Context: an optimization exercise on an open-source flow, tuned for small area, a short achievable clock period and few clock cycles per item. The choices shown serve that exercise and are no tape-out recipe.
Where RTL was checked, it was by simulation tests only, not by an equivalence proof against the original.
Power figures rest on the tool's default switching activity, not on a simulated workload.

## old
## sensor_min_max_block_average
module sensor_min_max_block_average (
   input  logic                                clock,
   input  logic                                reset,
   input  logic                                req_valid,
   output logic                                req_ready,
   input  logic [smmba_pkg::SLOT_W-1:0]        req_sample_slot,
   input  logic [smmba_pkg::GAS_W-1:0]         req_gas_ppm,
   input  logic signed [smmba_pkg::TEMP_W-1:0] req_temperature,
   input  logic [smmba_pkg::HUMIN_W-1:0]       req_humidity,
   output logic                                rsp_valid,
   input  logic                                rsp_ready,
   output logic [smmba_pkg::GAS_W-1:0]         rsp_gas_max,
   output logic [smmba_pkg::GAS_W-1:0]         rsp_gas_min,
   output logic signed [smmba_pkg::TEMP_W-1:0] rsp_temp_max,
   output logic signed [smmba_pkg::TEMP_W-1:0] rsp_temp_min,
   output logic [smmba_pkg::HUMID_W-1:0]       rsp_humid_max,
   output logic [smmba_pkg::HUMID_W-1:0]       rsp_humid_min,
   output logic                                rsp_average_valid,
   output logic [smmba_pkg::BYTE_W-1:0]        rsp_average_value,
   output logic [smmba_pkg::POS_W-1:0]         rsp_history_position
);
export LEC_CHECK = 0
export CAP_MARGIN = 20
export CORE_MARGIN = 2
export CORE_UTILIZATION = 50
export SETUP_SLACK_MARGIN = 4.2
export SLEW_MARGIN = 20
create_clock -name core_clock -period 7.0 [get_ports {clock}]
standard.sh (not shown) runs the stock make flow with config.mk's settings and CLKGATE_MAP_FILE= SYNTH_SCRIPT=/design/flow/synth_recipe.tcl, a recipe that flattens the netlist after the stock synthesis.
==> flow/flow/run.sh <==
#!/bin/bash
# The standard layout (standard.sh, unchanged synthesis and steps), with
# the port buffers inserted as the smallest buffer cell; repair upsizes the
# ones on critical paths. Each tool's output goes to standard.log.
set -o pipefail
export BUFFER_PORTS_ARGS="-buffer_cell sky130_fd_sc_hd__buf_1"
bash standard.sh > standard.log 2>&1
Relative to old, the following input files were edited for new:
diff --git a/flow/design.v b/flow/design.v
--- a/flow/design.v
+++ b/flow/design.v
@@ -280,32 +280,33 @@
          min_gas   <= smmba_pkg::GAS_MIN_RESET;
          max_temp  <= '0;
          min_temp  <= smmba_pkg::TEMP_MIN_RESET;
          max_humid <= '0;
          min_humid <= smmba_pkg::HUMID_MIN_RESET;
          max_key   <= '0;
          min_key   <= KEY_MIN_RESET;
          avg_valid <= 1'b0;
+         avg_value <= '0;
          position  <= '1;
       end else if (take) begin
          if (w_gas > max_gas)                  max_gas   <= w_gas;
          if (w_gas < min_gas)                  min_gas   <= w_gas;
          if (w_temp > max_temp)                max_temp  <= w_temp;
          if (w_temp < min_temp)                min_temp  <= w_temp;
          if (w_key > max_key) begin
             max_key   <= w_key;
             max_humid <= humid_pct;
          end
          if (w_key < min_key) begin
             min_key   <= w_key;
             min_humid <= humid_pct;
          end
          avg_valid <= slot_zero;
-         avg_value <= block_sum[ACC_W-1:SLOT_W];
+         avg_value <= slot_zero ? block_sum[ACC_W-1:SLOT_W] : '0;
          if (slot_zero) position <= position + 1'b1;
       end
    end
    always_ff @(posedge clock) begin
       if (reset) begin
          rest_add <= '0;
          rest_sub <= '0;
       end else if (take && !slot_zero) begin
@@ -324,11 +325,11 @@
    assign rsp_valid            = out_valid;
    assign rsp_gas_max          = max_gas;
    assign rsp_gas_min          = min_gas;
    assign rsp_temp_max         = max_temp;
    assign rsp_temp_min         = min_temp;
    assign rsp_humid_max        = max_humid;
    assign rsp_humid_min        = min_humid;
    assign rsp_average_valid    = avg_valid;
-   assign rsp_average_value    = avg_valid ? avg_value : '0;
+   assign rsp_average_value    = avg_value;
    assign rsp_history_position = avg_valid ? position : '0;
 endmodule
### Flow results
Standard cell core area (lower): new
Taking old as the reference, in new global-route usage fell by 0.22 points; xor and xnor area share after synthesis fell by 0.32 points.
Compared with old, new shows a lower critical path depth.
old → new: maximum VDD drop now larger, fraction of final layout cells with drive strength greater than 1 increased 0.21 points.
Between new and old, the worst hold slack across all endpoints figures differ only marginally.
Delta (new minus old): area of the multi-input gates fell 1.4%, minimum setup slack among reg-to-reg paths went up.
old → new: slew at the pin closest to its max-slew limit -0.010 ns; routed wire length per instance shows a reduction of about 2.4%; count of buffers inserted at the top-level ports flat; multi-input combinational cell count now sits at about the same level; setup slack +0.16 ns.
Testbench counts of new, summed over its fixed seeds: cycles 16,400, items 16,384.
Function not checked in old: the RTL went through the layout flow alone.

========
P:
Another version of the RTL of sensor_min_max_block_average (not shown whole).
Size in the first run: ~140 I/O pins.
export LEC_CHECK = 0
export CAP_MARGIN = 20
export CORE_MARGIN = 2
export CORE_UTILIZATION = 40
export SETUP_SLACK_MARGIN = 4.0
export SLEW_MARGIN = 20
create_clock -name core_clock -period 7.0 [get_ports {clock}]
run.sh (not shown) runs the stock make flow with config.mk's settings and CLKGATE_MAP_FILE= SYNTH_SCRIPT=/design/flow/synth_recipe.tcl, a recipe that flattens the netlist after the stock synthesis.
Stock flow here: none of the scripts above is used.
> inputs changed (P -> Q)
diff --git a/flow/design.v b/flow/design.v
--- a/flow/design.v
+++ b/flow/design.v
@@ -197,58 +197,48 @@
             p = pn;
          end
          ks_add = (a ^ b) ^ {g[smmba_pkg::ACC_W-2:0], 1'b0};
       end
    endfunction
    logic                                 out_valid;
    logic [smmba_pkg::GAS_W-1:0]          max_gas, min_gas;
    logic signed [smmba_pkg::TEMP_W-1:0]  max_temp, min_temp;
    logic [smmba_pkg::HUMID_W-1:0]        max_humid, min_humid;
    logic [BYTE_W-1:0]                    recent [smmba_pkg::RECENT_DEPTH];
-   logic [ACC_W-1:0]                     rest_sum;
-   logic [BYTE_W-1:0]                    pend_new, pend_old;
-   logic                                 pend_valid;
+   logic [ACC_W-1:0]                     rest_add;
+   logic [BYTE_W-1:0]                    rest_sub;
    logic [BYTE_W-1:0]                    avg_value;
    logic                                 avg_valid;
    logic [smmba_pkg::POS_W-1:0]          position;
    logic                                 take;
    logic                                 slot_zero;
    logic [5:0]                           pct_hi;
    logic [3:0]                           pct_lo;
    logic [smmba_pkg::HUMID_W-1:0]        humid_pct;
    logic [BYTE_W-1:0]                    new_byte;
    logic [BYTE_W-1:0]                    old_byte;
-   logic [BYTE_W-1:0]                    wr_byte;
-   logic [ACC_W-1:0]                     rest_sum_in;
    logic [ACC_W-1:0]                     block_sum;
-   logic [ACC_W-1:0]                     pend_add;
-   logic [ACC_W-1:0]                     pend_sub;
-   logic [2*ACC_W-1:0]                   rest_cs;
    logic [2*ACC_W-1:0]                   block_cs;
    logic [smmba_pkg::HUMIN_W:0]          humid_above;
    logic [smmba_pkg::HUMIN_W:0]          humid_below;
    assign req_ready = !out_valid || rsp_ready;
    assign take      = req_valid && req_ready;
    assign pct_hi    = div5_hi(req_humidity[9:5]);
    assign pct_lo    = div5_lo(pct_hi[2:0], req_humidity[4:1]);
    assign humid_pct = {pct_hi[5:3], pct_lo};
    assign slot_zero = (req_sample_slot == '0);
    assign new_byte  = req_gas_ppm[BYTE_W+SLOT_W-1:SLOT_W];
    assign old_byte  = recent[req_sample_slot];
    assign humid_above = {max_humid, 3'b000} + {2'b00, max_humid, 1'b0} + 11'd10;
    assign humid_below = {min_humid, 3'b000} + {2'b00, min_humid, 1'b0};
-   assign pend_add    = ACC_W'(pend_new & {BYTE_W{pend_valid}});
-   assign pend_sub    = ~(ACC_W'(pend_old & {BYTE_W{pend_valid}}));
-   assign rest_cs     = csa(rest_sum, pend_add, pend_sub, 1'b1);
-   assign block_cs    = csa(rest_cs[2*ACC_W-1:ACC_W], rest_cs[ACC_W-1:0], ACC_W'(new_byte), 1'b0);
-   assign rest_sum_in = ks_add(rest_cs[2*ACC_W-1:ACC_W], rest_cs[ACC_W-1:0]);
-   assign block_sum   = ks_add(block_cs[2*ACC_W-1:ACC_W], block_cs[ACC_W-1:0]);
+   assign block_cs  = csa(rest_add, ~(ACC_W'(rest_sub)), ACC_W'(new_byte), 1'b1);
+   assign block_sum = ks_add(block_cs[2*ACC_W-1:ACC_W], block_cs[ACC_W-1:0]);
    always_ff @(posedge clock) begin
       if (reset) begin
          out_valid <= 1'b0;
       end else if (take) begin
          out_valid <= 1'b1;
       end else if (rsp_ready) begin
          out_valid <= 1'b0;
       end
    end
    always_ff @(posedge clock) begin
@@ -269,36 +259,33 @@
          if (req_temperature < min_temp)  min_temp  <= req_temperature;
          if (11'(req_humidity) >= humid_above) max_humid <= humid_pct;
          if (11'(req_humidity) < humid_below)  min_humid <= humid_pct;
          avg_valid <= slot_zero;
          avg_value <= slot_zero ? block_sum[ACC_W-1:SLOT_W] : '0;
          if (slot_zero) position <= position + 1'b1;
       end
    end
    always_ff @(posedge clock) begin
       if (reset) begin
-         rest_sum   <= '0;
-         pend_valid <= 1'b0;
-      end else begin
-         rest_sum   <= rest_sum_in;
-         pend_valid <= take && !slot_zero;
+         rest_add <= '0;
+         rest_sub <= '0;
+      end else if (take && !slot_zero) begin
+         rest_add <= block_sum;
+         rest_sub <= old_byte;
       end
    end
    always_ff @(posedge clock) begin
-      pend_new <= new_byte;
-      pend_old <= old_byte;
-   end
-   assign wr_byte = new_byte & {BYTE_W{!reset}};
-   always_ff @(posedge clock) begin
       for (int i = 0; i < smmba_pkg::RECENT_DEPTH; i++) begin
-         if (reset || (take && req_sample_slot == SLOT_W'(i))) begin
-            recent[i] <= wr_byte;
+         if (reset) begin
+            recent[i] <= '0;
+         end else if (take && req_sample_slot == SLOT_W'(i)) begin
+            recent[i] <= new_byte;
          end
       end
    end
    assign rsp_valid            = out_valid;
    assign rsp_gas_max          = max_gas;
    assign rsp_gas_min          = min_gas;
    assign rsp_temp_max         = max_temp;
    assign rsp_temp_min         = min_temp;
    assign rsp_humid_max        = max_humid;
    assign rsp_humid_min        = min_humid;
Findings:
Q: no failed stages, no open violations at the end. Ff count | Q vs P | Q lower. Clock insertion delay at the later pin of the skew report (higher): P. On Q: number of buffers inserted by post-CTS setup repair is 72% higher than what P gave. Taking P as the reference, in Q data arrival time at the worst-slack endpoint now sits higher, maximum frequency now sits lower, static leakage power now sits lower, post-route clock period utilization now sits higher, worst-case headroom to the max-slew limit now sits lower. P reports its dominant combinational cell family by area after synthesis as compound AO/OA/AOI/OAI gates while Q reports simple AND/OR/NAND/NOR gates. When Q is measured against P, its global-route usage turns out 5.1 points higher. Overall power consumption in Q is about 16% lower than in P.
Function was not checked in any run of this note: the RTL went through the layout flow alone.

## port drivers added, routing unchanged
In the flow no input, the clock included, has a driving cell. The finished layouts below were timed again as built, in two steps.
Step 1 sets driving cells, clkbuf_16 on the clock port and buf_2 on the other inputs (assumed; they add their load-dependent delay and slew).
Step 2 moves the port delays by t, midway between the first and last clock arrival at a register: inputs arrive t later, outputs are due t later. That takes back most of the time a late clock gives input paths.
a / b / c = no drivers / after step 1 / after step 2; a / b = the first two.
run | t (ns) | setup slack, ns | worst setup path after step 2 | slew at the worst register clock pin (ns) | cell pins on the clock port's net
old | 0.657 | 4.063 / 4.063 / 3.604 | input to register | 0.07 / 0.07 | 1
new | 0.641 | 4.228 / 4.221 / 3.618 | input to register | 0.06 / 0.06 | 1
P | 0.631 | 3.790 / 3.788 / 3.156 | input to register | 0.06 / 0.06 | 1
Q | 0.600 | 3.540 / 3.514 / 2.914 | input to register | 0.07 / 0.07 | 1
After both steps setup and hold are still met in every run listed. For P, which loses most, drivers alone change the setup slack by -0.002 ns; drivers and shift together by -0.634 ns.
